Source: an optimization exercise on an open RTL-to-GDS flow (aim: small area, a short achievable clock period and few clock cycles per item). Production flows keep margins and buffers that such runs may drop.
The RTL was checked by simulation tests, not by an equivalence proof against the original design.
Power figures rest on the tool's default switching activity, not on a simulated workload.

$ cat config.mk
export PLATFORM = sky130hd
export DESIGN_NAME = first_fit_block_allocator
export DESIGN_NICKNAME = first_fit_block_allocator
export VERILOG_FILES = /design/flow/design.v
export SDC_FILE = /design/flow/constraint.sdc
export NUM_CORES = 4
export LEC_CHECK = 0
export CAP_MARGIN = 20
export CORE_MARGIN = 2
export CORE_UTILIZATION = 40
export GPL_TIMING_DRIVEN = 0
export SETUP_SLACK_MARGIN = 0.5
export SLEW_MARGIN = 20
$ cat constraint.sdc
create_clock -name core_clock -period 5.0 [get_ports {clk}]
set_input_delay 1.0000 -clock core_clock [delete_from_list [all_inputs] [get_ports {clk}]]
set_output_delay 1.0000 -clock core_clock [all_outputs]
set_load 0.01 [all_outputs]
$ cat design.v
package ffa_pkg;
    localparam logic OP_ALLOC = 1'b0;
    localparam logic OP_FREE  = 1'b1;
    localparam logic [1:0] ST_ALLOCATED = 2'd0;
    localparam logic [1:0] ST_NO_FIT    = 2'd1;
    localparam logic [1:0] ST_FREED     = 2'd2;
    localparam logic [1:0] ST_NOT_FOUND = 2'd3;
    localparam int BYTES_W = 10;
endpackage
import ffa_pkg::*;
module first_fit_block_allocator
#(
    parameter int ARENA_BYTES  = 1024,
    parameter int ALIGN_BYTES  = 16,
    parameter int HEADER_BYTES = 16
)
(
    input  logic                clk,
    input  logic                rst_n,
    input  logic                req_valid,
    output logic                req_stall,
    input  logic                operation,
    input  logic [BYTES_W-1:0]  request_bytes,
    input  logic [BYTES_W-1:0]  free_offset,
    output logic                rsp_valid,
    input  logic                rsp_stall,
    output logic [1:0]          status,
    output logic [BYTES_W-1:0]  data_offset
);
    localparam int N = 64;
    function automatic [2:0] low8(input logic [7:0] v);
        logic [2:0] k;
        k = 3'd7;
        for (int i = 6; i >= 0; i--)
            if (v[i])
                k = 3'(i);
        low8 = k;
    endfunction
    function automatic [N:0] dec_eq(input logic [6:0] v);
        logic [8:0] heq;
        logic [7:0] leq;
        logic [N:0] eq;
        for (int a = 0; a < 9; a++)
            heq[a] = (v[6:3] == 4'(a));
        for (int b = 0; b < 8; b++)
            leq[b] = (v[2:0] == 3'(b));
        for (int x = 0; x <= N; x++)
            eq[x] = heq[x / 8] & leq[x % 8];
        dec_eq = eq;
    endfunction
    logic       ir_valid;
    logic       ir_op;
    logic [6:0] ir_arg;      
    logic [5:0] ir_c1;       
    logic [5:0] ir_c2;
    logic [1:0] ir_n1;       
    logic [1:0] ir_n2;
    logic       ir_rz;       
    logic       sk_valid;    
    logic       proc;
    logic [6:0] arg_in, r_in;
    logic [5:0] c1_in, c2_in;
    assign r_in = {1'b0, request_bytes[9:4]} + {6'd0, |request_bytes[3:0]};
    always_comb
    begin
        if (operation == OP_FREE)
            arg_in = {(free_offset[3:0] == 4'd0) && (free_offset[9:4] != 6'd0),
                      free_offset[9:4] - 6'd1};
        else
            arg_in = r_in + 7'd1;
        for (int j = 0; j < 6; j++)
        begin
            c1_in[j] = (r_in >> (j + 1)) != 7'd0;
            c2_in[j] = c1_in[j] & r_in[j];
        end
    end
    assign req_stall = ir_valid & sk_valid;
    assign proc      = ir_valid & ~sk_valid;
    always_ff @(posedge clk or negedge rst_n)
    begin
        if (!rst_n)
            ir_valid <= 1'b0;
        else if (!req_stall)
            ir_valid <= req_valid;
    end
    always_ff @(posedge clk)
    begin
        if (!req_stall)
        begin
            ir_op  <= operation;
            ir_arg <= arg_in;
            ir_c1  <= c1_in;
            ir_c2  <= c2_in;
            ir_n1  <= ~c1_in[1:0];
            ir_n2  <= ~c2_in[1:0];
            ir_rz  <= (r_in == 7'd0);
        end
    end
    logic [N-1:0] fr;
    logic [N-1:1] st_r;
    logic [N+1:0] st;        
    assign st = {2'b11, st_r, 1'b1};
    logic         p_valid;
    logic [5:0]   p_g;
    logic [6:0]   p_m;
    logic [6:0]   p_h;
    assign p_h    = 7'(p_g) + p_m;
    logic [N:0]   p_eq_g, p_eq_h;
    assign p_eq_g = p_valid ? dec_eq({1'b0, p_g}) : '0;
    assign p_eq_h = p_valid ? dec_eq(p_h) : '0;
    logic [N-1:0] p_split, fr_t, st_t, fs_t;
    always_comb
    begin
        for (int x = 0; x < N; x++)
        begin
            p_split[x] = p_eq_h[x] & ~st[x] & ~st[x+1];
            fr_t[x]    = (fr[x] & ~p_eq_g[x] & ~p_eq_h[x+1] & ~(p_eq_h[x] & ~st[x] & st[x+1]))
                         | p_split[x];
            st_t[x]    = st[x] | p_split[x];
            fs_t[x]    = (st[x] & fr[x] & ~p_eq_g[x]) | p_split[x];
        end
    end
    logic [N-1:0] f [7];
    always_comb
    begin
        f[0] = ~st[N:1];
        for (int j = 0; j < 2; j++)
            f[j+1] = f[j] & ((f[j] >> (1 << j)) | {{N/2{ir_n1[j]}}, {N/2{~ir_c1[j]}}})
                          & ((f[j] >> (2 << j)) | {{N/2{ir_n2[j]}}, {N/2{~ir_c2[j]}}});
        for (int j = 2; j < 5; j++)
            f[j+1] = f[j] & ((f[j] >> (1 << j)) | {N{~ir_c1[j]}})
                          & ((f[j] >> (2 << j)) | {N{~ir_c2[j]}});
        f[6] = f[5] & {N{~ir_c1[5]}};
    end
    logic [N-1:0] a_win;
    logic [7:0]   a_grp;
    logic [2:0]   a_lo [8];
    logic [2:0]   a_hi;
    logic         a_fit;
    logic [5:0]   a_g;
    assign a_win = fs_t & (f[6] | {N{ir_rz}});
    always_comb
    begin
        for (int a = 0; a < 8; a++)
        begin
            a_grp[a] = |a_win[8*a +: 8];
            a_lo[a]  = low8(a_win[8*a +: 8]);
        end
    end
    logic [7:0] a_gh;
    always_comb
    begin
        for (int a = 0; a < 8; a++)
            a_gh[a] = a_grp[a] && ((a_grp & ((8'd1 << a) - 8'd1)) == 8'd0);
        a_hi = '0;
        a_g  = '0;
        for (int a = 0; a < 8; a++)
        begin
            a_hi = a_hi | ({3{a_gh[a]}} & 3'(a));
            a_g  = a_g  | ({6{a_gh[a]}} & {3'(a), a_lo[a]});
        end
    end
    assign a_fit = |a_grp;
    logic [N-1:0] f_eq, f_blk;
    assign f_eq = ir_arg[6] ? dec_eq({1'b0, ir_arg[5:0]}) : '0;
    always_comb
    begin
        f_blk[0] = f_eq[0];
        for (int x = 1; x < N; x++)
            f_blk[x] = (f_eq[x] & st[x]) | (f_blk[x-1] & ~st[x]);
    end
    logic         do_free;
    logic [N-1:0] fr_f;
    logic         f_found;
    assign do_free = proc & (ir_op == OP_FREE);
    assign fr_f    = fr_t | ({N{do_free}} & f_blk);
    assign f_found = |(st_t & f_eq);
    always_ff @(posedge clk or negedge rst_n)
    begin
        if (!rst_n)
        begin
            fr[0]     <= 1'b1;
            fr[N-1]   <= 1'b1;
            st_r      <= '0;
            p_valid   <= 1'b0;
        end
        else
        begin
            fr[0]     <= fr_f[0];
            fr[N-1]   <= fr_f[N-1];
            st_r    <= st_t[N-1:1] & ~(fr_f[N-1:1] & fr_f[N-2:0]);
            p_valid <= proc & (ir_op == OP_ALLOC) & a_fit;
        end
    end
    always_ff @(posedge clk)
        fr[N-2:1] <= fr_f[N-2:1];
    always_ff @(posedge clk)
    begin
        p_g <= a_g;
        p_m <= ir_arg;
    end
    logic [1:0] n_st;
    always_comb
    begin
        if (ir_op == OP_FREE)
            n_st = f_found ? ST_FREED : ST_NOT_FOUND;
        else
            n_st = a_fit ? ST_ALLOCATED : ST_NO_FIT;
    end
    logic       take;
    logic       rv_reg;
    logic [1:0] q_v;
    logic       q_wp, q_rp;
    logic [1:0] q_st [2];
    logic [5:0] q_g  [2];
    assign take     = rv_reg & ~rsp_stall;
    assign sk_valid = &q_v;
    always_ff @(posedge clk or negedge rst_n)
    begin
        if (!rst_n)
        begin
            rv_reg <= 1'b0;
            q_v    <= 2'b00;
            q_wp   <= 1'b0;
            q_rp   <= 1'b0;
        end
        else
        begin
            for (int i = 0; i < 2; i++)
                q_v[i] <= (q_v[i] & ~(take & (q_rp == 1'(i)))) | (proc & (q_wp == 1'(i)));
            if (proc)
                q_wp <= ~q_wp;
            if (take)
                q_rp <= ~q_rp;
            rv_reg <= take ? (q_v[~q_rp] | proc) : (rv_reg | proc);
        end
    end
    always_ff @(posedge clk)
    begin
        for (int i = 0; i < 2; i++)
            if (q_wp == 1'(i) && !q_v[i])
            begin
                q_st[i] <= n_st;
                q_g[i]  <= a_g;
            end
    end
    assign rsp_valid   = rv_reg;
    assign status      = q_st[q_rp];
    assign data_offset = (q_st[q_rp] == ST_ALLOCATED) ? {q_g[q_rp] + 6'd1, 4'd0} : '0;
endmodule
$ cat run.sh
#!/bin/bash
# synth_recipe.tcl (not shown) runs the flow's synth.tcl, then flattens the netlist and writes it again
# the make line also repeats each setting of config.mk as NAME=value (left out here)
make -C /OpenROAD-flow-scripts/flow DESIGN_CONFIG=/design/flow/config.mk WORK_HOME=/design/flow/orfs CLKGATE_MAP_FILE= SYNTH_SCRIPT=/design/flow/synth_recipe.tcl finish
==> results of run 1 <==
-- per-layer routing --
metal / vias up / track usage / part of all wire
met5: - / 0.00208 / 0.00022
met4: 4 / 0.359 / 0.095
met3: 703 / 0.179 / 0.15
met2: 2547 / 0.696 / 0.40
met1: 12200 / 0.623 / 0.36
li1: 10100 / - / -
-- metrics by stage --
step | hold slack, ns | cell area [um^2] | instances
floorplan | 0.346 | 18500 | 2470
global placement | 0.357 | 19600 | 3103
detailed placement | 0.356 | 19700 | 3106
CTS | 0.376 | 21600 | 3180
global route | 0.405 | 23300 | 3257
finish | 0.373 | 23300 | 3262
-- report_power, final --
group | switching (mW) | internal (mW) | total [mW]
logic | 9.08 | 4.69 | 13.8
clock network | 0.725 | 0.721 | 1.45
registers | 0.331 | 2.09 | 2.42
total | 10.1 | 7.49 | 17.6
-- logic make-up (layout without fill, tap and decap cells) --
family,after synthesis,in the layout,synth area share
compound gates,1163,1163,0.443
simple gates,767,768,0.220
buf+inv,299,484,0.0652
flops,187,187,0.244
xor+xnor,23,23,0.0109
fa+ha+maj,14,14,0.00988
mux,13,13,0.00744
other cells,1,10,0.000203
-- path summary, 6_finish.rpt --
kind                                 from  cells after the start   endpoint
worst max register to register     p_g[2]                     16  q_g[0][0]
max in group asynchronous           rst_n                      2     fr[63]
worst min-delay path            ir_arg[2]                      0     p_m[2]
worst max-delay path               p_g[2]                     16  q_g[0][0]
worst min register to register  ir_arg[2]                      0     p_m[2]
min in group asynchronous           rst_n                      1   st_r[46]
-- layout make-up --
type / instances / area share
Clock inverter: 14 / 0.00645
Clock buffer: 18 / 0.0189
Tap cell: 600 / 0.0322
Antenna cell: 6 / 0.000645
Buffer: 234 / 0.0501
Multi-Input combinational cell: 1985 / 0.631
Sequential cell: 187 / 0.194
Inverter: 65 / 0.0106
Timing Repair Buffer: 153 / 0.0565
-- cell usage after synthesis, types with 30 or more instances --
master / instances / area [um^2]
a21oi_1: 250 / 1250
o21ai_0: 236 / 1180
clkbuf_1: 200 / 751
nor2_1: 172 / 646
nand2_1: 151 / 567
a221o_1: 93 / 931
nor3_1: 78 / 390
dfxtp_1: 75 / 1500
nand3_1: 72 / 360
dfrtp_1: 70 / 1750
nor2b_1: 62 / 388
a31oi_1: 61 / 382
inv_1: 60 / 225
o31ai_1: 50 / 375
a221oi_1: 46 / 403
edfxtp_1: 40 / 1200
o211ai_1: 36 / 270
o22ai_1: 36 / 225
o21a_1: 31 / 233
or3_1: 30 / 188
-- timing repair --
action	4_1_cts	5_1_grt
resized for setup	215	303
setup endpoints to repair	84	55
gates cloned	0	3
pin swaps	38	71
buffers inserted	42	72
hold endpoints to repair	0	0
-- worst reg2reg max path, cell delays in order, from the launching register on --
cell and delay [ns]:
dfxtp_2 0.44, ha_1 0.29, buf_2 0.22, a21oi_1 0.23, nand3_1 0.26, a21oi_4 0.40
buf_4 0.20, nand2_4 0.08, buf_6 0.17, o41ai_4 0.54, o21ai_2 0.14, o22ai_2 0.18
and4b_4 0.26, nand4_4 0.15, nand4b_4 0.19, a211oi_1 0.07, or4_4 0.60
==> flow_summary_export.csv, run 1 <==
group,metric,value,unit
placed_design,dp_hpwl,92.1,mm
clock_tree,cts_tree,"built",
timing,max_slew_margin,0.152,
timing,rsz0062_at_grt,"yes",
run,drv_cap,0,
placed_design,io_buffers,33,
clock_tree,clock-root-buffer,"clkbuf_16",
detailed_routing,drt-total-wl,123,mm
detailed_routing,wl_per_cell,37.8,um
clock_tree,htreeDepth,4,
critical_path,cp_cell_sequence,"ha_1 -> buf_2 -> a21oi_1 -> nand3_1 -> a21oi_4 -> buf_4 -> nand2_4 -> buf_6 -> o41ai_4 -> o21ai_2 -> o22ai_2 -> and4b_4 -> nand4_4 -> nand4b_4 -> a211oi_1 -> or4_4",
timing,setup_tns,0,ns
detailed_routing,ant_nets,0,
clock_tree,clkSinkCount,187,
synthesis,ys_seq_area_frac,0.244,
detailed_routing,drtIter0Drc,4741,
detailed_routing,firstDrtPassIters,9,
cells_and_area,layout_common_cells,"a21oi_1 (241), o21ai_0 (221), nor2_1 (166), nand2_1 (134), buf_4 (122)",
synthesis,ys_warn_count,5,
grt,grt_pass1_wl,168,mm
cells_and_area,seq_area,4510,um^2
die,coreArea,45500,um^2
critical_path,slowest_delay,0.60,ns
clock_tree,clk_latency,0.49,ns
grt,grt_antenna_before_repair,7,
timing,fin_crit,4.68,ns
cells_and_area,fillers,4541,
timing,period_share,0.937,
pwr,power_leakage,8.68,nW
pwr,p_total,17.6,mW
synthesis,synthCells,2467,
critical_path,worst_setup_path_end_kind,"flip-flop",
synthesis,synth_cell_types,110,
pwr,vdd.ir_drop.worst,0.577,mV
die,dieHeight,219,um
detailed_routing,vias_per_cell,7.85,
synthesis,netlist_area,18500,um^2
critical_path,crit_slowest_cell,"or4_4",
grt,grt_overflow,0,
die,row_count,78,
cells_and_area,final_core_util,0.512,
die,pin_count,39,
critical_path,crit_type,"reg -> reg",
timing,hold_viol,0,
synthesis,syn_avg_cell_area,7.50,um^2
timing,maxSlewViolCount,0,
placed_design,gp_congestion,1.12,
cells_and_area,largest_reg_flops,64,
grt,grt_pass1_vias,22600,
clock_tree,holdBufCountCts,0,
critical_path,cp_top_family,"compound AO/OA/AOI/OAI gates",
critical_path,path_max_fanout,10,
cells_and_area,multi_input_area,14700,um^2
critical_path,startpoint_type,"flip-flop",
synthesis,synth_edf_count,40,
status,outcome,"no timing/DRC/antenna violations",
detailed_routing,drc,0,
detailed_routing,vias,25600,
grt,track_usage,0.496,
critical_path,cp.required,5.21,ns
cells_and_area,regMostFlops,"fr",
synthesis,ys_seq_elements,187,
clock_tree,clk_pin_slew,0.08,ns
die,start_util,0.407,
synthesis,ys.flop_type,"dfxtp_1",
timing,fin_ws,0.316,ns
die,fp.dieW,219,um
cells_and_area,nets,2682,
timing,max_freq,213,MHz
worst_hold_path,holdCritPathClass,"reg -> reg",
critical_path,path_buf_inv,3,
pwr,power_density,757,nW/um^2
synthesis,ys_async_sr_fraction,0.385,
timing,finalSetupViolCount,0,
die,dieArea,48000,um^2
critical_path,r2r_slack,0.32,ns
clock_tree,cts_buffer_depth,2,
cells_and_area,syn_to_final_growth,25.9,%
critical_path,arrival,4.90,ns
placed_design,pre_cts_ws,-1.09,ns
cells_and_area,top_regs,"fr x64, st_r x63, q_g x12",
cells_and_area,final_common_cell,"a21oi_1",
cells_and_area,drive_above_1_share,0.224,
timing,worstMarginPinSlew,1.27,ns
clock_tree,numCtsBuffers,17,
timing,finClkSkew,0.0104,ns
grt,grt_max_degree,52,
Testbench counts, summed over its fixed seeds: cycles 4,016, items 4,000.
==> inputs of run 2 (changes only) <==
--- a/config.mk
+++ b/config.mk
@@ -9,5 +9,5 @@
 export CORE_MARGIN = 2
 export CORE_UTILIZATION = 40
 export GPL_TIMING_DRIVEN = 0
-export SETUP_SLACK_MARGIN = 0.5
+export SETUP_SLACK_MARGIN = 0.65
 export SLEW_MARGIN = 20
==> run 2 against run 1 <==
Effect of this change: still clean on timing, DRC and antenna; synthesized area unchanged; final area up 4.3%; combinational power up 7%; first-iteration DRC count up 0.84%; power up 5.1%; critical path type unchanged; critical endpoint is now q_st[0][0]; largest power group unchanged.
==> flow_summary_export.csv, run 2 <==
group,metric,value,unit
status,outcome,"no timing/DRC/antenna violations",
critical_path,cp_top_family,"simple AND/OR/NAND/NOR gates",
clock_tree,cts_tree,"built",
synthesis,synth_compound_area_frac,0.443,
detailed_routing,vias,25800,
detailed_routing,drt-total-wl,125,mm
synthesis,ys_async_sr_fraction,0.385,
critical_path,cp.required,5.32,ns
pwr,p_int,8.02,mW
detailed_routing,ant_nets,0,
die,start_util,0.407,
cells_and_area,layout_common_cells,"a21oi_1 (233), o21ai_0 (213), nor2_1 (165), buf_4 (153), nand2_1 (133)",
timing,fin_ws,0.379,ns
timing,max_freq,216,MHz
run,drv_cap,0,
timing,fin_crit,4.62,ns
detailed_routing,drc,0,
synthesis,yosys-top-cells-count,"a21oi_1 (250), o21ai_0 (236), clkbuf_1 (200), nor2_1 (172), nand2_1 (151)",
synthesis,netlist_area,18500,um^2
synthesis,synth.area.mux_share,0.00744,
clock_tree,clock-root-buffer,"clkbuf_16",
die,pin_count,39,
critical_path,path_buf_inv,3,
die,row_count,78,
cells_and_area,top_regs,"fr x64, st_r x63, q_g x12",
clock_tree,cts_buffer_depth,2,
clock_tree,holdBufCountCts,0,
grt,track_usage,0.506,
synthesis,synth_cell_types,110,
grt,grt_pass1_wl,172,mm
pwr,power_leakage,9.15,nW
grt,grt_max_degree,52,
timing,hold_viol,0,
clock_tree,htreeDepth,4,
die,dieArea,48000,um^2
synthesis,ys_seq_elements,187,
pwr,pwr-share-comb,0.791,
detailed_routing,firstDrtPassIters,8,
die,dieHeight,219,um
timing,rsz0062_at_grt,"yes",
grt,grt_pass1_vias,23300,
synthesis,synthTopCellsByArea,"dfrtp_1 (9.5%), dfxtp_1 (8.1%), a21oi_1 (6.8%)",
clock_tree,clkSinkCount,187,
timing,finalSetupViolCount,0,
timing,period_share,0.924,
pwr,vdd.ir_drop.worst,0.624,mV
cells_and_area,largest_reg_flops,64,
critical_path,slowest_delay,0.78,ns
detailed_routing,vias_per_cell,7.80,
cells_and_area,final_common_cell,"a21oi_1",
critical_path,path_max_fanout,10,
critical_path,cp_cell_sequence,"ha_2 -> fa_2 -> buf_12 -> xnor2_4 -> or3_1 -> buf_4 -> clkdlybuf4s15_1 -> nor3_1 -> nor2_1 -> o22ai_1 -> nor3_1 -> o22ai_1 -> nor4_1 -> a32o_1",
cells_and_area,multi_input_area,15200,um^2
pwr,power_density,763,nW/um^2
synthesis,synth_edf_count,40,
synthesis,syn_avg_cell_area,7.50,um^2
cells_and_area,fillers,4394,
synthesis,synth_top_area_frac,0.0947,
timing,worstMarginPinSlew,1.28,ns
critical_path,arrival,4.94,ns
pwr,p_switching,10.5,mW
clock_tree,clk_pin_slew,0.08,ns
critical_path,crit_slowest_cell,"clkdlybuf4s15_1",
synthesis,synth_most_common_cell,"a21oi_1",
synthesis,ys.flop_type,"dfxtp_1",
cells_and_area,nets,2722,
synthesis,synth_top_family_by_area,"compound AO/OA/AOI/OAI gates",
timing,maxSlewViolCount,0,
timing,max_slew_margin,0.150,
synthesis,synthCells,2467,
synthesis,synth_xor_area_frac,0.0109,
cells_and_area,final_core_util,0.534,
grt,grt_antenna_before_repair,7,
pwr,power_frac_clock,0.078,
detailed_routing,wl_per_cell,37.7,um
cells_and_area,regMostFlops,"fr",
critical_path,startpoint_type,"flip-flop",
cells_and_area,drive_above_1_share,0.269,
cells_and_area,syn_to_final_growth,31.3,%
synthesis,synth_simple_gate_area_share,0.220,
synthesis,ys_warn_count,5,
die,fp.dieW,219,um
timing,finClkSkew,0.0137,ns
pwr,power_frac_seq,0.131,
die,coreArea,45500,um^2
placed_design,io_buffers,33,
synthesis,yosysTopAreaCell,"dfrtp_1",
clock_tree,numCtsBuffers,17,
pwr,switching_share,0.568,
synthesis,ys_seq_area_frac,0.244,
synthesis,synthAdderAreaFrac,0.00988,
grt,grt_overflow,0,
critical_path,worst_setup_path_end_kind,"flip-flop",
critical_path,crit_type,"reg -> reg",
worst_hold_path,holdCritPathClass,"reg -> reg",
clock_tree,clk_latency,0.49,ns
placed_design,gp_congestion,1.12,
placed_design,dp_hpwl,92.1,mm
detailed_routing,drtIter0Drc,4781,
placed_design,pre_cts_ws,-1.09,ns
cells_and_area,seq_area,4520,um^2
-- run 2: changes by cell type in the layout (fill, tap and decap cells not counted), sizes merged --
cell           change
buf               +45
clkbuf             -6
clkdlybuf4s15      +1
clkinv             -1
clkinvlp           +2
inv                -1
-- run 2: repair_timing --
| action | in CTS | in global routing |
|---|---|---|
| gates cloned | 2 | 1 |
| setup buffers | 88 | 67 |
| resized for setup | 400 | 297 |
| pin swaps | 98 | 57 |
| endpoints found under the setup margin | 107 | 58 |
-- run 2: metrics by stage --
stage | total power [mW] | std cells | setup TNS (ns) | area, um^2 | hold slack (ns)
final | 18.5 | 3302 | 0 | 24300 | 0.373
after global routing | 18.7 | 3297 | 0 | 24300 | 0.405
after CTS | 16.2 | 3228 | 0 | 22800 | 0.376
after detailed placement | 12.9 | 3106 | -16.31 | 19700 | 0.356
after global placement | 12.9 | 3103 | -24.06 | 19600 | 0.357
after floorplan | 8.65 | 2470 | 0 | 18500 | 0.346
-- run 2: layer usage --
metal,up-vias,global-route usage,wire length [um]
met4,6,0.394,12600
li1,10200,-,-
met2,2543,0.704,48600
met1,12200,0.628,44500
met5,-,0.00729,66
met3,746,0.185,18800
-- run 2: logic make-up after synthesis --
logic type               Yosys count
AO/OA/AOI/OAI                   1163
AND/OR/NAND/NOR                  767
buffers and inverters            299
flip-flops                       187
XOR/XNOR                          23
adder cells (fa/ha/maj)           14
multiplexers                      13
other                              1
-- run 2: path summary, 6_finish.rpt --
| check | slack [ns] | startpoint | to | cells past startpoint |
|---|---|---|---|---|
| setup / recovery | 0.38 | p_m[0] | q_st[0][0] | 14 |
| hold reg to reg | 0.37 | ir_arg[2] | p_m[2] | 0 |
| hold / removal | 0.37 | ir_arg[2] | p_m[2] | 0 |
| min in group asynchronous | 0.46 | rst_n | st_r[46] | 1 |
| setup reg to reg | 0.38 | p_m[0] | q_st[0][0] | 14 |
| max in group asynchronous | 3.90 | rst_n | fr[63] | 2 |
-- run 2: power groups by stage --
| stage | Combinational (mW) | Sequential, mW | Clock [mW] |
|---|---|---|---|
| 2_1_floorplan | 6.38 | 2.26 | 0 |
| 3_3_place_gp | 10.5 | 2.40 | 0 |
| 3_5_place_dp | 10.5 | 2.41 | 0 |
| 4_1_cts | 12.4 | 2.39 | 1.42 |
| 5_1_grt | 14.7 | 2.44 | 1.48 |
| 6_report | 14.7 | 2.42 | 1.45 |
-- run 2: cell type report --
cell class | instances | share of cell area
multi-input cells | 1985 | 0.625
clock inverters | 14 | 0.00618
repair buffers | 193 | 0.0684
plain buffers | 234 | 0.0546
clock buffers | 18 | 0.0181
flip-flops and latches | 187 | 0.186
well taps | 600 | 0.0309
inverters | 65 | 0.0105
diodes | 6 | 0.000618
==> inputs of run 3 (changes only) <==
--- a/design.v
+++ b/design.v
@@ -36,12 +36,12 @@
                 k = 3'(i);
         low8 = k;
     endfunction
-    function automatic [N:0] dec_eq(input logic [6:0] v);
+    function automatic [N:0] dec_eq(input logic en, input logic [6:0] v);
         logic [8:0] heq;
         logic [7:0] leq;
         logic [N:0] eq;
         for (int a = 0; a < 9; a++)
-            heq[a] = (v[6:3] == 4'(a));
+            heq[a] = en && (v[6:3] == 4'(a));
         for (int b = 0; b < 8; b++)
             leq[b] = (v[2:0] == 3'(b));
         for (int x = 0; x <= N; x++)
@@ -53,8 +53,6 @@
     logic [6:0] ir_arg;      
     logic [5:0] ir_c1;       
     logic [5:0] ir_c2;
-    logic [1:0] ir_n1;       
-    logic [1:0] ir_n2;
     logic       ir_rz;       
     logic       sk_valid;    
     logic       proc;
@@ -91,8 +89,6 @@
             ir_arg <= arg_in;
             ir_c1  <= c1_in;
             ir_c2  <= c2_in;
-            ir_n1  <= ~c1_in[1:0];
-            ir_n2  <= ~c2_in[1:0];
             ir_rz  <= (r_in == 7'd0);
         end
     end
@@ -106,8 +102,8 @@
     logic [6:0]   p_h;
     assign p_h    = 7'(p_g) + p_m;
     logic [N:0]   p_eq_g, p_eq_h;
-    assign p_eq_g = p_valid ? dec_eq({1'b0, p_g}) : '0;
-    assign p_eq_h = p_valid ? dec_eq(p_h) : '0;
+    assign p_eq_g = dec_eq(p_valid, {1'b0, p_g});
+    assign p_eq_h = dec_eq(p_valid, p_h);
     logic [N-1:0] p_split, fr_t, st_t, fs_t;
     always_comb
     begin
@@ -124,10 +120,7 @@
     always_comb
     begin
         f[0] = ~st[N:1];
-        for (int j = 0; j < 2; j++)
-            f[j+1] = f[j] & ((f[j] >> (1 << j)) | {{N/2{ir_n1[j]}}, {N/2{~ir_c1[j]}}})
-                          & ((f[j] >> (2 << j)) | {{N/2{ir_n2[j]}}, {N/2{~ir_c2[j]}}});
-        for (int j = 2; j < 5; j++)
+        for (int j = 0; j < 5; j++)
             f[j+1] = f[j] & ((f[j] >> (1 << j)) | {N{~ir_c1[j]}})
                           & ((f[j] >> (2 << j)) | {N{~ir_c2[j]}});
         f[6] = f[5] & {N{~ir_c1[5]}};
@@ -161,19 +154,19 @@
         end
     end
     assign a_fit = |a_grp;
+    logic         do_free;
     logic [N-1:0] f_eq, f_blk;
-    assign f_eq = ir_arg[6] ? dec_eq({1'b0, ir_arg[5:0]}) : '0;
+    assign do_free = proc & (ir_op == OP_FREE);
+    assign f_eq = dec_eq(do_free & ir_arg[6], {1'b0, ir_arg[5:0]});
     always_comb
     begin
         f_blk[0] = f_eq[0];
         for (int x = 1; x < N; x++)
             f_blk[x] = (f_eq[x] & st[x]) | (f_blk[x-1] & ~st[x]);
     end
-    logic         do_free;
     logic [N-1:0] fr_f;
     logic         f_found;
-    assign do_free = proc & (ir_op == OP_FREE);
-    assign fr_f    = fr_t | ({N{do_free}} & f_blk);
+    assign fr_f    = fr_t | f_blk;
     assign f_found = |(st_t & f_eq);
     always_ff @(posedge clk or negedge rst_n)
     begin
--- a/config.mk
+++ b/config.mk
@@ -9,5 +9,5 @@
 export CORE_MARGIN = 2
 export CORE_UTILIZATION = 40
 export GPL_TIMING_DRIVEN = 0
-export SETUP_SLACK_MARGIN = 0.65
+export SETUP_SLACK_MARGIN = 0.5
 export SLEW_MARGIN = 20
==> run 3 against run 2 <==
Effect of this change: still clean on timing, DRC and antenna; power decreased by 27%; core utilization decreased by 2.0 points; fmax decreased by 4.7%; global-route usage increased by 2.3 points; die area decreased by 3.9%; non-clock buffer count decreased by 59; critical path depth decreased by 1; clock skew increased by 0.0056 ns; critical path type unchanged.
==> flow_summary_export.csv, run 3 <==
group,metric,value,unit
grt,grt_antenna_before_repair,12,
synthesis,synth_top_area_frac,0.0986,
critical_path,crit_top_cell,"nand4_1",
synthesis,ys_seq_elements,183,
placed_design,dp_cells,2932,
synthesis,synthCells,2300,
synthesis,synthTopCellsByArea,"dfrtp_1 (9.9%), dfxtp_1 (8.5%), edfxtp_1 (6.1%)",
grt,busiest_layer,"met2",
grt,track_usage,0.529,
critical_path,startpoint_type,"flip-flop",
pwr,p_int,5.54,mW
pwr,p_switching,7.93,mW
die,row_count,77,
critical_path,path_max_fanout,10,
pwr,pwr-share-comb,0.719,
placed_design,gp_congestion,1.20,
synthesis,yosysTopAreaCell,"dfrtp_1",
placed_design,dp_hpwl,92.4,mm
timing,hold_viol,0,
cells_and_area,layout_common_cells,"a21oi_1 (195), o21ai_0 (180), nor2_1 (161), nand2_1 (146), clkbuf_1 (117)",
cells_and_area,final_common_cell,"a21oi_1",
die,pin_count,39,
timing,fin_crit,4.85,ns
detailed_routing,firstDrtPassIters,8,
grt,grt_max_degree,41,
clock_tree,numCtsBuffers,17,
pwr,vdd.ir_drop.worst,0.426,mV
critical_path,worst_setup_path_end_kind,"flip-flop",
detailed_routing,drtIter0Drc,4568,
timing,maxSlewViolCount,0,
synthesis,ys.flop_type,"dfxtp_1",
cells_and_area,syn_to_final_growth,27.4,%
clock_tree,holdBufCountCts,0,
critical_path,cp_cell_sequence,"clkbuf_1 -> nand3b_1 -> o21ai_0 -> a32o_1 -> a211o_1 -> o22ai_1 -> a21oi_1 -> nand4_1 -> buf_4 -> o211a_1 -> o311ai_4 -> nand4_1 -> buf_12",
cells_and_area,top_regs,"fr x64, st_r x63, q_g x12",
critical_path,path_buf_inv,3,
detailed_routing,drt-total-wl,126,mm
timing,finalSetupViolCount,0,
clock_tree,clk_pin_slew,0.09,ns
cells_and_area,nets,2498,
die,dieHeight,215,um
critical_path,slowest_delay,0.98,ns
clock_tree,cts_tree,"built",
detailed_routing,vias_per_cell,8.02,
grt,grt_pass1_vias,23000,
timing,finClkSkew,0.0193,ns
pwr,power_density,595,nW/um^2
die,fp.dieW,215,um
critical_path,worstReg2RegEnd,"q_g[0][0]",
cells_and_area,seq_area,4390,um^2
clock_tree,clkSinkCount,183,
cells_and_area,largest_reg_flops,64,
critical_path,cp.required,5.24,ns
critical_path,cp_top_family,"compound AO/OA/AOI/OAI gates",
cells_and_area,regMostFlops,"fr",
synthesis,yosys-top-cells-count,"a21oi_1 (206), o21ai_0 (186), clkbuf_1 (169), nor2_1 (168), nand2_1 (150)",
synthesis,synth_cell_types,112,
grt,grt_overflow,0,
pwr,power_leakage,8.10,nW
grt,gr-usage-met3,0.249,
grt,grtUsageMet2,0.737,
grt,grt_pass1_wl,175,mm
detailed_routing,ant_nets,0,
cells_and_area,fillers,4211,
synthesis,synth_most_common_cell,"a21oi_1",
grt,grt_use_met1,0.583,
critical_path,reg2regPathDepth,13,
placed_design,pre_cts_ws,-0.984,ns
clock_tree,clk_latency,0.48,ns
synthesis,syn_avg_cell_area,7.72,um^2
worst_hold_path,holdCritPathClass,"in -> async",
critical_path,arrival,5.09,ns
cells_and_area,fin_cells,3071,
die,dieArea,46100,um^2
timing,period_share,0.970,
detailed_routing,vias,24600,
timing,max_freq,206,MHz
synthesis,ys_seq_area_frac,0.247,
cells_and_area,multi_input_area,14300,um^2
critical_path,crit_type,"reg -> reg",
critical_path,crit_slowest_cell,"o21ai_0",
pwr,switching_share,0.589,
cells_and_area,drive_above_1_share,0.233,
pwr,power_frac_clock,0.111,
clock_tree,clock-root-buffer,"clkbuf_16",
placed_design,io_buffers,33,
timing,rsz0062_at_grt,"yes",
clock_tree,htreeDepth,4,
critical_path,r2r_slack,0.15,ns
timing,worstMarginPinSlew,1.27,ns
critical_path,rr_startpoint,"p_g[1]",
synthesis,ys_async_sr_fraction,0.393,
status,outcome,"no timing/DRC/antenna violations",
clock_tree,cts_buffer_depth,2,
die,start_util,0.404,
detailed_routing,wl_per_cell,41.1,um
pwr,power_frac_seq,0.169,
synthesis,ys_warn_count,5,
die,coreArea,44000,um^2
detailed_routing,drc,0,
timing,max_slew_margin,0.152,
run,drv_cap,0,
timing,fin_ws,0.149,ns
synthesis,netlist_area,17800,um^2
synthesis,synth_edf_count,36,
[run 3: changes by cell type after synthesis, sizes merged, moves of 18 or more]
cell and delta:
buf +29, o31ai -36, a31oi -18, a221oi +25
clkbuf -31, a21oi -44, nor2b -42, o21ai -51
o211ai +29
[run 3: logic make-up after synthesis]
logic type               share of synthesized area
flip-flops                                   0.247
other                                     0.000211
AND/OR/NAND/NOR                              0.213
multiplexers                               0.00718
adder cells (fa/ha/maj)                     0.0103
XOR/XNOR                                   0.00986
AO/OA/AOI/OAI                                0.446
buffers and inverters                       0.0668
[run 3: repair_timing]
item | CTS | global route
pin swaps | 57 | 54
setup endpoints to repair | 86 | 69
buffers inserted | 52 | 46
hold endpoints to repair | 0 | 0
resized for setup | 265 | 167
gates cloned | 1 | 1
[run 3: layout make-up]
class,count,share of cell area
inverter,48,0.00813
antenna,7,0.000774
timing repair buffer,136,0.0522
buffer,232,0.0518
clock buffer,17,0.0188
multi-input combinational,1841,0.632
sequential,183,0.194
clock inverter,15,0.00995
tap,592,0.0327
[run 3: worst max-delay path by stage]
stage              from        end  slack (ns)  cells after the start
6_report         p_g[1]  q_g[0][0]        0.15                     13
5_1_grt        ir_c2[0]  q_g[0][0]        0.26                     16
4_1_cts          p_g[0]  q_g[0][3]        0.43                     16
3_5_place_dp     p_g[0]  q_g[1][4]       -0.98                     14
3_3_place_gp     p_g[0]  q_g[0][0]       -1.40                     12
2_1_floorplan    p_g[0]  q_g[0][3]        0.94                     13
[run 3: power groups by stage]
stage          registers [mW]  logic (mW)  clock network, mW
2_1_floorplan            2.16        4.12                  0
3_3_place_gp             2.25        7.32                  0
3_5_place_dp             2.28        7.27                  0
4_1_cts                  2.25        8.20               1.48
5_1_grt                  2.30        9.67               1.53
6_report                 2.28        9.69               1.50
[run 3: per-stage QoR]
stage                      util  cell area [um^2]  hold WS (ns)  TNS (ns)  power, mW
after floorplan               -             17800         0.395         0       6.28
after global placement    0.428             18800         0.471    -43.99       9.57
after detailed placement  0.430             18900         0.505    -17.82       9.55
after CTS                 0.487             21500         0.517         0       11.9
after global routing      0.514             22600         0.521         0       13.5
final                     0.514             22600         0.520         0       13.5
[run 3: per-layer routing]
metal	share of wire	vias to the layer above
met1	0.32	11600
li1	-	9614
met2	0.39	2547
met4	0.13	12
met5	0.0018	-
met3	0.16	882
Testbench counts of run 3, summed over its fixed seeds: cycles 4,016, items 4,000.
==> inputs of run 4 (changes only) <==
--- a/config.mk
+++ b/config.mk
@@ -9,5 +9,5 @@
 export CORE_MARGIN = 2
 export CORE_UTILIZATION = 40
 export GPL_TIMING_DRIVEN = 0
-export SETUP_SLACK_MARGIN = 0.5
+export SETUP_SLACK_MARGIN = 0.65
 export SLEW_MARGIN = 20
==> run 4 against run 3 <==
Effect of this change: synthesized cell count did not move; fmax rose by 1.3%; register-to-register slack improved by 0.06 ns; hold slack improved by 0.0033 ns; sequential share of layout area fell by 0.19 points; routed wire length rose by 0.29%; core utilization rose by 0.51 points; clock-buffer cell count did not move; power rose by 0.81%; cell count rose by 0.62%; critical path depth rose by 4; via count rose by 0.85%; largest cell class unchanged; largest power group unchanged.
==> flow_summary_export.csv, run 4 <==
group,metric,value,unit
status,outcome,"no timing/DRC/antenna violations",
synthesis,synthCells,2300,
timing,fin_crit,4.79,ns
grt,grt_antenna_before_repair,8,
worst_hold_path,holdCritPathClass,"in -> async",
cells_and_area,final_core_util,0.519,
clock_tree,clk_pin_slew,0.08,ns
pwr,pwr-share-comb,0.722,
critical_path,arrival,5.03,ns
critical_path,r2r_slack,0.21,ns
grt,grt_pass1_vias,23100,
synthesis,yosys-top-cells-count,"a21oi_1 (206), o21ai_0 (186), clkbuf_1 (169), nor2_1 (168), nand2_1 (150)",
synthesis,ys_async_sr_fraction,0.393,
timing,rsz0062_at_grt,"yes",
synthesis,synth_simple_gate_area_share,0.213,
cells_and_area,top_regs,"fr x64, st_r x63, q_g x12",
critical_path,crit_type,"reg -> reg",
synthesis,netlist_area,17800,um^2
pwr,power_frac_seq,0.168,
synthesis,synthAdderAreaFrac,0.0103,
critical_path,startpoint_type,"flip-flop",
cells_and_area,fillers,4191,
cells_and_area,fin_cells,3090,
die,coreArea,44000,um^2
pwr,power_leakage,8.25,nW
clock_tree,clkSinkCount,183,
timing,worstMarginPinSlew,1.43,ns
clock_tree,cts_buffer_depth,2,
die,fp.dieW,215,um
synthesis,synth_compound_area_frac,0.446,
synthesis,synthTopCellsByArea,"dfrtp_1 (9.9%), dfxtp_1 (8.5%), edfxtp_1 (6.1%)",
cells_and_area,drive_above_1_share,0.235,
grt,grt_overflow,0,
timing,max_freq,209,MHz
synthesis,ys.flop_type,"dfxtp_1",
timing,hold_viol,0,
grt,grt_pass1_wl,175,mm
cells_and_area,regMostFlops,"fr",
die,row_count,77,
synthesis,synth_most_common_cell,"a21oi_1",
clock_tree,cts_tree,"built",
synthesis,ys_seq_elements,183,
placed_design,dp_hpwl,92.4,mm
clock_tree,clk_latency,0.48,ns
grt,grt_max_degree,41,
synthesis,synth_cell_types,112,
pwr,power_frac_clock,0.110,
placed_design,gp_congestion,1.20,
timing,max_slew_margin,0.0492,
cells_and_area,layout_common_cells,"a21oi_1 (192), o21ai_0 (177), nor2_1 (162), nand2_1 (147), buf_4 (121)",
synthesis,ys_seq_area_frac,0.247,
cells_and_area,multi_input_area,14300,um^2
synthesis,synth_xor_area_frac,0.00986,
pwr,p_int,5.59,mW
cells_and_area,largest_reg_flops,64,
timing,finalSetupViolCount,0,
clock_tree,clock-root-buffer,"clkbuf_16",
critical_path,path_max_fanout,6,
detailed_routing,drtIter0Drc,4801,
synthesis,synth_top_area_frac,0.0986,
cells_and_area,nets,2516,
pwr,switching_share,0.588,
cells_and_area,final_common_cell,"a21oi_1",
detailed_routing,drt-total-wl,127,mm
die,start_util,0.404,
cells_and_area,seq_area,4390,um^2
pwr,power_density,594,nW/um^2
pwr,p_total,13.6,mW
die,pin_count,39,
placed_design,io_buffers,33,
detailed_routing,firstDrtPassIters,10,
synthesis,ys_warn_count,5,
die,dieArea,46100,um^2
clock_tree,numCtsBuffers,17,
die,dieHeight,215,um
synthesis,syn_avg_cell_area,7.72,um^2
synthesis,synth_top_family_by_area,"compound AO/OA/AOI/OAI gates",
timing,period_share,0.958,
timing,finClkSkew,0.0215,ns
cells_and_area,syn_to_final_growth,28.6,%
detailed_routing,vias_per_cell,8.04,
detailed_routing,vias,24900,
detailed_routing,ant_nets,0,
pwr,p_switching,7.99,mW
critical_path,cp.required,5.24,ns
clock_tree,htreeDepth,4,
timing,maxSlewViolCount,0,
synthesis,synth.area.mux_share,0.00718,
placed_design,dp_cells,2932,
critical_path,worst_setup_path_end_kind,"flip-flop",
grt,track_usage,0.530,
detailed_routing,drc,0,
clock_tree,holdBufCountCts,0,
run,drv_cap,0,
detailed_routing,wl_per_cell,41.0,um
pwr,vdd.ir_drop.worst,0.435,mV
synthesis,yosysTopAreaCell,"dfrtp_1",
synthesis,synth_edf_count,36,
run 4: cell count changes in the layout (fill, tap and decap cells not counted), moves of 3 or more:
| cell | delta |
|---|---|
| a21oi_1 | -3 |
| buf_12 | +3 |
| o21ai_1 | +4 |
| o21ai_0 | -3 |
| buf_6 | +3 |
| buf_2 | -8 |
| clkbuf_1 | -8 |
| buf_4 | +14 |
| clkbuf_2 | +10 |
run 4: stage by stage:
| step | hold slack (ns) | TNS [ns] | setup WS (ns) | instance area, um^2 |
|---|---|---|---|---|
| CTS | 0.517 | 0 | 0.443 | 21700 |
| floorplan | 0.395 | 0 | 0.945 | 17800 |
| finish | 0.523 | 0 | 0.211 | 22900 |
| detailed placement | 0.505 | -17.82 | -0.984 | 18900 |
| global route | 0.524 | 0 | 0.187 | 22800 |
| global placement | 0.471 | -43.99 | -1.40 | 18800 |
run 4: power groups by stage:
stage,Combinational (mW),Clock [mW],Sequential [mW]
detailed placement,7.27,0,2.28
CTS,8.36,1.48,2.25
global route,9.76,1.53,2.30
floorplan,4.12,0,2.16
finish,9.80,1.50,2.28
global placement,7.32,0,2.25
run 4: routing by layer:
layer | GRT usage | up-vias | wire, um
met5 | 0.00938 | - | 76
met2 | 0.735 | 2493 | 49100
met1 | 0.577 | 11800 | 41200
li1 | - | 9637 | -
met3 | 0.259 | 938 | 20300
met4 | 0.524 | 6 | 16000
run 4: worst paths after layout:
check,startpoint,end,cells after the start
min reg2reg,ir_arg[6],p_m[6],0
max reg2reg,ir_c1[0],q_g[0][0],17
min in group core_clock,ir_arg[6],p_m[6],0
min,rst_n,st_r[37],1
max in group asynchronous,rst_n,fr[0],2
max,ir_c1[0],q_g[0][0],17
run 4: timing repair:
item	4_1_cts	5_1_grt
resized for setup	291	156
pin swaps	61	56
gates cloned	2	3
setup endpoints to repair	109	83
buffers inserted	63	49
run 4: layout make-up:
type | instances | share of cell area
antenna | 8 | 0.000876
buffer | 232 | 0.0522
clock buffer | 17 | 0.0186
clock inverter | 15 | 0.00986
inverter | 48 | 0.00805
multi-input combinational | 1841 | 0.624
sequential | 183 | 0.192
tap | 592 | 0.0324
timing repair buffer | 154 | 0.0614
run 4: critical path, cell delays in order, from the launching register on:
cell and delay [ns]:
edfxtp_1 0.47, buf_4 0.17, buf_2 0.15, a221o_1 0.45, a221o_1 0.40, a211o_4 0.47
a211oi_4 0.25, buf_4 0.21, o211ai_1 0.11, a211o_1 0.42, nor4bb_2 0.20, buf_4 0.15
nand4_1 0.16, buf_6 0.17, nor4bb_4 0.05, o311ai_2 0.29, nand4_1 0.21, buf_12 0.20
run 4: logic make-up (layout without fill, tap and decap cells):
kind of cell | Yosys count | after routing
AND/OR/NAND/NOR | 716 | 717
adder cells (fa/ha/maj) | 14 | 14
multiplexers | 12 | 12
XOR/XNOR | 20 | 20
buffers and inverters | 280 | 466
flip-flops | 183 | 183
AO/OA/AOI/OAI | 1074 | 1074
other | 1 | 12
==> inputs of run 5 (changes only) <==
--- a/design.v
+++ b/design.v
@@ -99,11 +99,24 @@
     logic         p_valid;
     logic [5:0]   p_g;
     logic [6:0]   p_m;
-    logic [6:0]   p_h;
-    assign p_h    = 7'(p_g) + p_m;
     logic [N:0]   p_eq_g, p_eq_h;
     assign p_eq_g = dec_eq(p_valid, {1'b0, p_g});
-    assign p_eq_h = dec_eq(p_valid, p_h);
+    logic [3:0]   p_lsum;
+    logic [4:0]   p_hsum;
+    logic [9:0]   p_hoh;
+    logic [7:0]   p_loh;
+    assign p_lsum = {1'b0, p_g[2:0]} + {1'b0, p_m[2:0]};
+    assign p_hsum = {2'b0, p_g[5:3]} + {1'b0, p_m[6:3]};
+    always_comb
+    begin
+        for (int a = 0; a < 10; a++)
+            p_hoh[a] = p_valid && (p_lsum[3] ? ((a > 0) && (p_hsum == 5'(a - 1)))
+                                             : (p_hsum == 5'(a)));
+        for (int b = 0; b < 8; b++)
+            p_loh[b] = (p_lsum[2:0] == 3'(b));
+        for (int x = 0; x <= N; x++)
+            p_eq_h[x] = p_hoh[x / 8] & p_loh[x % 8];
+    end
     logic [N-1:0] p_split, fr_t, st_t, fs_t;
     always_comb
     begin
--- a/config.mk
+++ b/config.mk
@@ -9,5 +9,5 @@
 export CORE_MARGIN = 2
 export CORE_UTILIZATION = 40
 export GPL_TIMING_DRIVEN = 0
-export SETUP_SLACK_MARGIN = 0.65
+export SETUP_SLACK_MARGIN = 0.5
 export SLEW_MARGIN = 20
==> run 5 against run 4 <==
Effect of this change: clock skew is 0.00059 ns lower; final area is 0.33% higher; first-iteration DRC count is 5.8% higher; fmax is 1.8% higher; hold slack worse by 0.11 ns; largest power group unchanged; synthesized area is 2.4% higher; critical path depth is 1 lower; register-to-register slack better by 0.09 ns; non-clock buffer count is 17 lower; still clean on timing, DRC and antenna; highest routed layer unchanged; synthesized cell count is 4.7% higher; clock-buffer cell count stayed put; via count is 0.13% higher.
==> flow_summary_export.csv, run 5 <==
group,metric,value,unit
status,outcome,"no timing/DRC/antenna violations",
synthesis,netlist_area,18200,um^2
synthesis,synth_most_common_cell,"a21oi_1",
timing,maxSlewViolCount,0,
cells_and_area,final_common_cell,"a21oi_1",
synthesis,yosysTopAreaCell,"dfrtp_1",
run,drv_cap,0,
grt,busiest_layer,"met2",
cells_and_area,layout_common_cells,"a21oi_1 (250), o21ai_0 (200), nor2_1 (184), nand2_1 (170), buf_4 (116)",
timing,finClkSkew,0.0210,ns
grt,grt_pass1_vias,22100,
placed_design,placed_cell_area,19400,um^2
worst_hold_path,holdCritPathClass,"in -> async",
synthesis,synthCells,2409,
grt,grtUsageMet2,0.685,
timing,max_freq,213,MHz
cells_and_area,fillers,4415,
critical_path,startpoint_type,"flip-flop",
timing,finalSetupViolCount,0,
synthesis,ys_warn_count,5,
cells_and_area,multi_input_area,14400,um^2
timing,period_share,0.941,
synthesis,synth_edf_count,36,
clock_tree,clkSinkCount,183,
die,row_count,78,
synthesis,ys_seq_area_frac,0.241,
cells_and_area,drive_above_1_share,0.222,
placed_design,gp_congestion,1.15,
critical_path,cp.required,5.23,ns
critical_path,path_max_fanout,6,
grt,grt_antenna_before_repair,10,
cells_and_area,nets,2610,
clock_tree,cts_buffer_depth,2,
die,start_util,0.403,
timing,max_slew_margin,0.114,
synthesis,synth_top_area_frac,0.0963,
placed_design,dp_hpwl,90.1,mm
detailed_routing,drc,0,
cells_and_area,top_regs,"fr x64, st_r x63, q_g x12",
die,pin_count,39,
clock_tree,holdBufCountCts,0,
synthesis,ys.flop_type,"dfxtp_1",
detailed_routing,drtIter0Drc,5079,
clock_tree,numCtsBuffers,17,
synthesis,yosys-top-cells-count,"a21oi_1 (265), o21ai_0 (211), nor2_1 (194), nand2_1 (179), clkbuf_1 (163)",
clock_tree,clk_latency,0.53,ns
cells_and_area,syn_to_final_growth,26.0,%
grt,track_usage,0.502,
critical_path,worst_setup_path_end_kind,"flip-flop",
clock_tree,clock-root-buffer,"clkbuf_16",
clock_tree,cts_tree,"built",
detailed_routing,vias_per_cell,7.81,
synthesis,synth_cell_types,115,
die,dieArea,47200,um^2
die,dieHeight,217,um
detailed_routing,ant_nets,0,
pwr,p_total,13.0,mW
pwr,power_leakage,8.39,nW
clock_tree,clk_pin_slew,0.08,ns
clock_tree,htreeDepth,4,
synthesis,synthTopCellsByArea,"dfrtp_1 (9.6%), dfxtp_1 (8.3%), a21oi_1 (7.3%)",
critical_path,arrival,4.93,ns
timing,fin_crit,4.70,ns
detailed_routing,drt-total-wl,122,mm
grt,grt_use_met1,0.628,
cells_and_area,regMostFlops,"fr",
timing,worstMarginPinSlew,1.33,ns
synthesis,syn_avg_cell_area,7.55,um^2
detailed_routing,wl_per_cell,38.2,um
synthesis,ys_seq_elements,183,
die,fp.dieW,217,um
pwr,vdd.ir_drop.worst,0.443,mV
pwr,power_density,569,nW/um^2
grt,gr-usage-met3,0.232,
cells_and_area,seq_area,4390,um^2
critical_path,crit_type,"reg -> reg",
grt,grt_max_degree,44,
grt,grt_pass1_wl,167,mm
cells_and_area,final_area,22900,um^2
grt,grt_overflow,0,
die,coreArea,45200,um^2
timing,hold_viol,0,
detailed_routing,vias,24900,
synthesis,ys_async_sr_fraction,0.393,
detailed_routing,firstDrtPassIters,9,
placed_design,io_buffers,32,
cells_and_area,largest_reg_flops,64,
timing,rsz0062_at_grt,"yes",
run 5: changes by cell type after synthesis, sizes merged, moves of 8 or more:
cell,previous run,this run
o21ai,190,223
or3,30,18
a222oi,16,8
a41oi,14,3
a41o,9,1
nor2,168,197
a21oi,206,265
a221o,84,72
a221oi,80,93
nand4,31,14
nand2,150,179
inv,46,64
o211ai,65,54
run 5: cells by family (layout without fill, tap and decap cells):
logic type / after synthesis / in the layout / share of synthesized area
DFF: 183 / 183 / 0.241
and+or+nand+nor: 750 / 751 / 0.211
AOI/OAI and AO/OA: 1128 / 1128 / 0.449
muxes: 9 / 9 / 0.00543
other: 1 / 8 / 0.000206
buffers and inverters: 298 / 468 / 0.0707
xor gates and xnor gates: 25 / 25 / 0.0120
adders and majority gates: 15 / 15 / 0.0111
run 5: report_power, final:
part | internal [mW] | switching (mW)
sequential | 1.98 | 0.271
clock | 0.684 | 0.805
combinational | 2.80 | 6.49
total | 5.47 | 7.57
run 5: path summary, 6_finish.rpt:
check | startpoint | cells past startpoint | slack, ns | end
min in group core_clock | q_wp | 1 | 0.54 | q_wp
hold reg to reg | q_wp | 1 | 0.54 | q_wp
max in group asynchronous | rst_n | 2 | 3.87 | fr[0]
setup reg to reg | ir_c1[0] | 16 | 0.30 | q_g[0][0]
hold / removal | rst_n | 1 | 0.42 | st_r[62]
setup / recovery | ir_c1[0] | 16 | 0.30 | q_g[0][0]
run 5: worst max-delay path: stages, from the launching register on:
cell       delay (ns)
edfxtp_1         0.38
buf_6            0.17
buf_8            0.15
buf_8            0.12
a221o_2          0.43
a222oi_1         0.95
o211ai_1         0.31
a221oi_2         0.26
buf_4            0.20
o2bb2ai_4        0.08
o32ai_4          0.35
nor4_4           0.09
nand3_2          0.18
nor2_4           0.09
nand3_4          0.13
a311o_1          0.28
o2111ai_4        0.21
run 5: through the flow:
stage	hold slack, ns	instances	utilization	setup slack, ns	TNS, ns
after floorplan	0.343	2412	-	1.11	0
after global placement	0.517	3044	0.427	-1.05	-36.84
after detailed placement	0.524	3048	0.429	-1.12	-21.96
after CTS	0.425	3133	0.482	0.482	0
after global routing	0.451	3183	0.507	0.333	0
final	0.415	3187	0.507	0.297	0
run 5: layout make-up:
cell class / instances / area share
multi-input combinational: 1932 / 0.630
timing repair buffer: 138 / 0.0543
clock inverter: 15 / 0.00862
sequential: 183 / 0.192
inverter: 67 / 0.0111
tap: 600 / 0.0327
buffer: 231 / 0.0530
clock buffer: 17 / 0.0186
antenna: 4 / 0.000437
run 5: what timing repair did:
| action | in CTS | in global routing |
|---|---|---|
| pin swaps | 50 | 51 |
| cloned | 1 | 4 |
| buffers inserted | 52 | 44 |
| gates resized for setup | 251 | 165 |
| endpoints found under the setup margin | 84 | 42 |
| endpoints found under the hold margin | 0 | 0 |
run 5: layer usage:
layer  wire (um)  vias up
li1            -     9886
met2       46700     2487
met1       44300    11800
met3       20100      659
met4       10700        8
met5          59        -
Testbench counts of run 5, summed over its fixed seeds: cycles 4,016, items 4,000.
==> inputs of run 6 (changes only) <==
--- a/design.v
+++ b/design.v
@@ -93,6 +93,9 @@
         end
     end
     logic [N-1:0] fr;
+    logic [1:0]   fr_e;      
+    logic [N-2:1] fr_m;      
+    assign fr = {fr_e[1], fr_m, fr_e[0]};
     logic [N-1:1] st_r;
     logic [N+1:0] st;        
     assign st = {2'b11, st_r, 1'b1};
@@ -170,9 +173,12 @@
     logic         do_free;
     logic [N-1:0] f_eq, f_blk;
     assign do_free = proc & (ir_op == OP_FREE);
-    assign f_eq = dec_eq(do_free & ir_arg[6], {1'b0, ir_arg[5:0]});
-    always_comb
-    begin
+    logic [N:0]   f_eq_x;
+    assign f_eq_x = dec_eq(do_free & ir_arg[6], {1'b0, ir_arg[5:0]});
+    assign f_eq   = f_eq_x[N-1:0];
+    always_comb
+    begin
+        f_blk = '0;
         f_blk[0] = f_eq[0];
         for (int x = 1; x < N; x++)
             f_blk[x] = (f_eq[x] & st[x]) | (f_blk[x-1] & ~st[x]);
@@ -185,21 +191,19 @@
     begin
         if (!rst_n)
         begin
-            fr[0]     <= 1'b1;
-            fr[N-1]   <= 1'b1;
+            fr_e      <= 2'b11;
             st_r      <= '0;
             p_valid   <= 1'b0;
         end
         else
         begin
-            fr[0]     <= fr_f[0];
-            fr[N-1]   <= fr_f[N-1];
+            fr_e      <= {fr_f[N-1], fr_f[0]};
             st_r    <= st_t[N-1:1] & ~(fr_f[N-1:1] & fr_f[N-2:0]);
             p_valid <= proc & (ir_op == OP_ALLOC) & a_fit;
         end
     end
     always_ff @(posedge clk)
-        fr[N-2:1] <= fr_f[N-2:1];
+        fr_m <= fr_f[N-2:1];
     always_ff @(posedge clk)
     begin
         p_g <= a_g;
--- a/config.mk
+++ b/config.mk
@@ -9,5 +9,5 @@
 export CORE_MARGIN = 2
 export CORE_UTILIZATION = 40
 export GPL_TIMING_DRIVEN = 0
-export SETUP_SLACK_MARGIN = 0.5
+export SETUP_SLACK_MARGIN = 0.65
 export SLEW_MARGIN = 20
==> run 6 against run 5 <==
Effect of this change: still clean; clock skew down 0.0083 ns; sequential share of layout area up 0.47 points; synthesized area down 1.5%; flip-flop and latch count unchanged; critical endpoint unchanged.
==> flow_summary_export.csv, run 6 <==
group,metric,value,unit
critical_path,reg2regPathDepth,16,
grt,grt_overflow,0,
detailed_routing,vias,23600,
detailed_routing,drt-total-wl,115,mm
clock_tree,clock-root-buffer,"clkbuf_16",
pwr,power_frac_clock,0.099,
cells_and_area,seq_area,4400,um^2
synthesis,ys_seq_area_frac,0.245,
cells_and_area,multi_input_area,14000,um^2
critical_path,rr_startpoint,"ir_c2[2]",
critical_path,arrival,4.84,ns
grt,grt_pass1_wl,161,mm
critical_path,crit_type,"reg -> reg",
clock_tree,clkSinkCount,183,
detailed_routing,firstDrtPassIters,7,
critical_path,crit_start,"ir_c2[2]",
synthesis,yosys-top-cells-count,"a21oi_1 (252), o21ai_0 (184), nor2_1 (174), clkbuf_1 (158), nand2_1 (149)",
die,fp.dieW,216,um
clock_tree,cts_tree,"built",
grt,grt_max_degree,45,
detailed_routing,dr_wl_met3,15.2,mm
timing,period_share,0.923,
clock_tree,cts_buffer_depth,2,
timing,holdWs,0.388,ns
cells_and_area,syn_to_final_growth,24.9,%
timing,fin_crit,4.61,ns
synthesis,ys_warn_count,5,
synthesis,synthTopCellsByArea,"dfrtp_1 (9.8%), dfxtp_1 (8.4%), a21oi_1 (7.0%)",
timing,setup_tns,0,ns
detailed_routing,wl_met1,41.6,mm
detailed_routing,ant_nets,0,
timing,max_slew_margin,0.214,
synthesis,netlist_area,17900,um^2
timing,max_freq,217,MHz
timing,worstMarginPinSlew,1.18,ns
die,row_count,77,
synthesis,ys_seq_elements,183,
detailed_routing,drtIter0Drc,4143,
cells_and_area,regMostFlops,"st_r",
cells_and_area,largest_reg_flops,63,
pwr,switching_share,0.568,
clock_tree,htreeDepth,4,
synthesis,syn_avg_cell_area,7.69,um^2
timing,finalSetupViolCount,0,
synthesis,ys.flop_type,"dfxtp_1",
die,start_util,0.406,
placed_design,io_buffers,32,
pwr,vdd.ir_drop.worst,0.399,mV
timing,hold_viol,0,
clock_tree,clk_latency,0.49,ns
placed_design,dp_hpwl,87.3,mm
cells_and_area,final_common_cell,"a21oi_1",
pwr,p_int,5.87,mW
critical_path,cp.required,5.23,ns
worst_hold_path,hold_end,"p_m[0]",
pwr,power_frac_seq,0.167,
clock_tree,holdBufCountCts,0,
worst_hold_path,min_from,"ir_arg[0]",
critical_path,startpoint_type,"flip-flop",
cells_and_area,layout_common_cells,"a21oi_1 (243), nor2_1 (170), o21ai_0 (170), nand2_1 (142), clkbuf_1 (111)",
timing,finClkSkew,0.0127,ns
cells_and_area,drive_above_1_share,0.227,
timing,rsz0062_at_grt,"yes",
placed_design,gp_congestion,1.15,
critical_path,worstReg2RegEnd,"q_g[0][0]",
critical_path,worst_setup_path_end_kind,"flip-flop",
detailed_routing,drc,0,
synthesis,synthCells,2331,
detailed_routing,topRoutingLayerUsed,"met5",
critical_path,r2r_slack,0.39,ns
worst_hold_path,min_path_cells,0,
detailed_routing,vias_per_cell,7.61,
clock_tree,clk_pin_slew,0.07,ns
grt,track_usage,0.480,
cells_and_area,fillers,4348,
die,pin_count,39,
timing,maxSlewViolCount,0,
pwr,power_density,607,nW/um^2
pwr,pwr-share-comb,0.734,
synthesis,synth_top_area_frac,0.0977,
critical_path,path_max_fanout,10,
synthesis,ys_async_sr_fraction,0.393,
pwr,p_switching,7.72,mW
status,outcome,"no timing/DRC/antenna violations",
grt,grt_antenna_before_repair,11,
synthesis,yosysTopAreaCell,"dfrtp_1",
cells_and_area,final_area,22400,um^2
detailed_routing,wl_per_cell,37.1,um
grt,grt_pass1_vias,22100,
die,dieHeight,216,um
pwr,power_leakage,8.05,nW
detailed_routing,dr_wl_met2,46.1,mm
worst_hold_path,holdCritPathClass,"reg -> reg",
cells_and_area,nets,2535,
synthesis,synth_most_common_cell,"a21oi_1",
cells_and_area,top_regs,"st_r x63, fr_m x62, q_g x12",
die,coreArea,44200,um^2
clock_tree,numCtsBuffers,17,
placed_design,placed_cell_area,19100,um^2
run,drv_cap,0,
die,dieArea,46500,um^2
synthesis,synth_edf_count,36,
synthesis,synth_cell_types,115,
==> run 6: final cells by class <==
| class | instances | area share |
|---|---|---|
| clock inverter | 13 | 0.00503 |
| timing repair buffer | 142 | 0.0584 |
| inverter | 57 | 0.00955 |
| sequential | 183 | 0.196 |
| buffer | 227 | 0.0545 |
| multi-input combinational | 1867 | 0.623 |
| antenna | 6 | 0.000670 |
| clock buffer | 19 | 0.0193 |
| tap | 592 | 0.0331 |
==> run 6: logic make-up after synthesis <==
family / count (synthesis) / share of synthesized area
AOI/OAI and AO/OA: 1113 / 0.453
xor gates and xnor gates: 22 / 0.0107
DFF: 183 / 0.245
and+or+nand+nor: 694 / 0.199
muxes: 19 / 0.0112
other: 1 / 0.000209
adders and majority gates: 15 / 0.0113
buffers and inverters: 284 / 0.0696
==> run 6: power by group through the flow <==
stage                     clock (mW)  sequential [mW]  combinational, mW
final                           1.35             2.27               9.97
after global routing            1.40             2.30               10.1
after CTS                       1.34             2.24               9.13
after detailed placement           0             2.30               7.80
after global placement             0             2.29               7.80
after floorplan                    0             2.17               4.78
==> run 6: metal layers <==
| layer | up-vias | GRT usage |
|---|---|---|
| li1 | 9572 | - |
| met1 | 11300 | 0.572 |
| met2 | 2109 | 0.688 |
| met3 | 657 | 0.170 |
| met4 | 8 | 0.405 |
| met5 | - | 0 |
==> run 6: timing repair <==
item	CTS	global route
buffers inserted	81	19
gates resized for setup	273	118
gates cloned	0	3
pin swaps	54	45
setup endpoints to repair	115	60
==> run 6: stage by stage <==
step | instances | setup slack [ns] | utilization | power, mW
after floorplan | 2334 | 1.06 | - | 6.95
after global placement | 2958 | -1.46 | 0.430 | 10.1
after detailed placement | 2965 | -1.45 | 0.432 | 10.1
after CTS | 3078 | 0.624 | 0.492 | 12.7
after global routing | 3102 | 0.424 | 0.506 | 13.8
final | 3106 | 0.387 | 0.506 | 13.6
==> run 6: critical path, stage by stage (launching register included) <==
cell	delay (ns)
edfxtp_1	0.42
buf_12	0.17
inv_2	0.11
buf_2	0.39
buf_4	0.38
buf_2	0.43
o221ai_1	0.28
a221oi_2	0.46
o221ai_1	0.26
a21oi_1	0.29
or2_1	0.17
nand4b_4	0.18
nor4_4	0.06
buf_4	0.17
o211ai_1	0.25
nand3_2	0.13
buf_6	0.17
==> run 6: worst max path at each step <==
stage / to / depth (start not counted)
final: q_g[0][0] / 16
after global routing: q_g[1][2] / 15
after CTS: st_r[51] / 13
after detailed placement: q_g[1][1] / 13
after global placement: q_g[0][1] / 13
after floorplan: q_g[0][1] / 14
Testbench counts of run 6, summed over its fixed seeds: cycles 4,016, items 4,000.
==> inputs of run 7 (changes only) <==
--- a/config.mk
+++ b/config.mk
@@ -9,5 +9,5 @@
 export CORE_MARGIN = 2
 export CORE_UTILIZATION = 40
 export GPL_TIMING_DRIVEN = 0
-export SETUP_SLACK_MARGIN = 0.65
+export SETUP_SLACK_MARGIN = 0.5
 export SLEW_MARGIN = 20
==> run 7 against run 6 <==
Effect of this change: still clean; clock skew is 0.0019 ns lower; cell count is 0.19% lower; power is 0.50% higher; first-iteration DRC count is 3.3% higher; sequential share of layout area hardly changed; flip-flop and latch count stayed put; sequential power hardly changed; clock power hardly changed; synthesized cell count stayed put; combinational power hardly changed; fmax is 4.0% lower; clock-buffer cell count stayed put; critical endpoint is now q_g[1][0]; highest routed layer unchanged.
==> flow_summary_export.csv, run 7 <==
group,metric,value,unit
clock_tree,htreeDepth,4,
pwr,power_frac_seq,0.167,
clock_tree,clk_latency,0.48,ns
timing,fin_crit,4.80,ns
pwr,p_total,13.7,mW
pwr,vdd.ir_drop.worst,0.401,mV
cells_and_area,seq_area,4400,um^2
placed_design,gp_congestion,1.15,
die,fp.dieW,216,um
synthesis,synthTopCellsByArea,"dfrtp_1 (9.8%), dfxtp_1 (8.4%), a21oi_1 (7.0%)",
grt,track_usage,0.476,
grt,grt_pass1_vias,21600,
critical_path,startpoint_type,"flip-flop",
die,pin_count,39,
placed_design,dp_hpwl,87.3,mm
die,dieArea,46500,um^2
clock_tree,clkSinkCount,183,
synthesis,ys_seq_elements,183,
synthesis,ys_warn_count,5,
critical_path,r2r_slack,0.20,ns
clock_tree,clock-root-buffer,"clkbuf_16",
grt,grt_antenna_before_repair,12,
detailed_routing,vias_per_cell,7.65,
critical_path,crit_slowest_cell,"o211ai_1",
cells_and_area,fillers,4301,
pwr,p_int,5.89,mW
die,start_util,0.406,
cells_and_area,top_regs,"st_r x63, fr_m x62, q_g x12",
synthesis,ys_async_sr_fraction,0.393,
cells_and_area,final_common_cell,"a21oi_1",
pwr,power_frac_clock,0.099,
synthesis,synth_cell_types,115,
synthesis,syn_avg_cell_area,7.69,um^2
cells_and_area,regMostFlops,"st_r",
clock_tree,numCtsBuffers,17,
placed_design,io_buffers,32,
status,outcome,"no timing/DRC/antenna violations",
critical_path,slowest_delay,0.64,ns
synthesis,synth_edf_count,36,
grt,grt_pass1_wl,159,mm
grt,grt_max_degree,45,
critical_path,arrival,5.02,ns
synthesis,ys_seq_area_frac,0.245,
synthesis,netlist_area,17900,um^2
clock_tree,clk_pin_slew,0.07,ns
critical_path,cp_cell_sequence,"buf_4 -> buf_4 -> buf_4 -> and2_2 -> a222oi_1 -> o211ai_1 -> buf_4 -> nor3_2 -> a21oi_1 -> a211o_1 -> nand2_1 -> a2111oi_4 -> buf_4 -> a21boi_1 -> o211ai_1 -> nand3_2 -> buf_4",
timing,maxSlewViolCount,0,
timing,rsz0062_at_grt,"yes",
pwr,p_switching,7.77,mW
run 7: cell counts after synthesis:
Identical to the previous run, type by type.
run 7: kinds of logic after synthesis:
| logic type | synth area share |
|---|---|
| simple gates | 0.199 |
| xor+xnor | 0.0107 |
| mux | 0.0112 |
| buf+inv | 0.0696 |
| flops | 0.245 |
| compound gates | 0.453 |
| fa+ha+maj | 0.0113 |
| other cells | 0.000209 |
run 7: worst paths after layout:
path / from / cells after the start / endpoint
min in group asynchronous: rst_n / 1 / st_r[58]
worst max-delay path: ir_c1[1] / 17 / q_g[1][0]
worst max register to register: ir_c1[1] / 17 / q_g[1][0]
max in group asynchronous: rst_n / 2 / fr_e[0]
worst min register to register: ir_arg[0] / 0 / p_m[0]
worst min-delay path: ir_arg[0] / 0 / p_m[0]
run 7: cell type report:
| cell class | count | area share |
|---|---|---|
| Inverter | 57 | 0.00957 |
| Antenna cell | 8 | 0.000895 |
| Clock inverter | 13 | 0.00504 |
| Buffer | 227 | 0.0536 |
| Multi-Input combinational cell | 1867 | 0.627 |
| Tap cell | 592 | 0.0331 |
| Timing Repair Buffer | 134 | 0.0546 |
| Clock buffer | 19 | 0.0194 |
| Sequential cell | 183 | 0.197 |
run 7: power groups by stage:
stage                     Sequential [mW]  Clock [mW]  Combinational (mW)
after floorplan                      2.17           0                4.78
after global placement               2.29           0                7.80
after detailed placement             2.30           0                7.80
after CTS                            2.25        1.34                8.66
after global routing                 2.30        1.39                10.2
final                                2.27        1.35                10.0
run 7: repair_timing:
item | in CTS | in global routing
setup buffers | 42 | 50
cloned | 0 | 3
resized for setup | 181 | 210
setup endpoints to repair | 80 | 44
pin swaps | 30 | 52
run 7: metal layers:
layer | wire, um | GRT usage | up-vias
met5 | 29 | 0.00104 | -
met4 | 11700 | 0.400 | 4
met3 | 15500 | 0.157 | 632
met2 | 46400 | 0.680 | 2116
met1 | 41400 | 0.577 | 11400
li1 | - | - | 9571
run 7: stage by stage:
stage	instance area [um^2]	cells	setup slack [ns]	setup TNS, ns	hold WS [ns]
5_1_grt	22300	3094	0.223	0	0.405
3_3_place_gp	19000	2958	-1.46	-38.62	0.370
6_report	22400	3100	0.197	0	0.384
2_1_floorplan	17900	2334	1.06	0	0.343
3_5_place_dp	19100	2965	-1.45	-20.70	0.368
4_1_cts	21000	3039	0.441	0	0.382
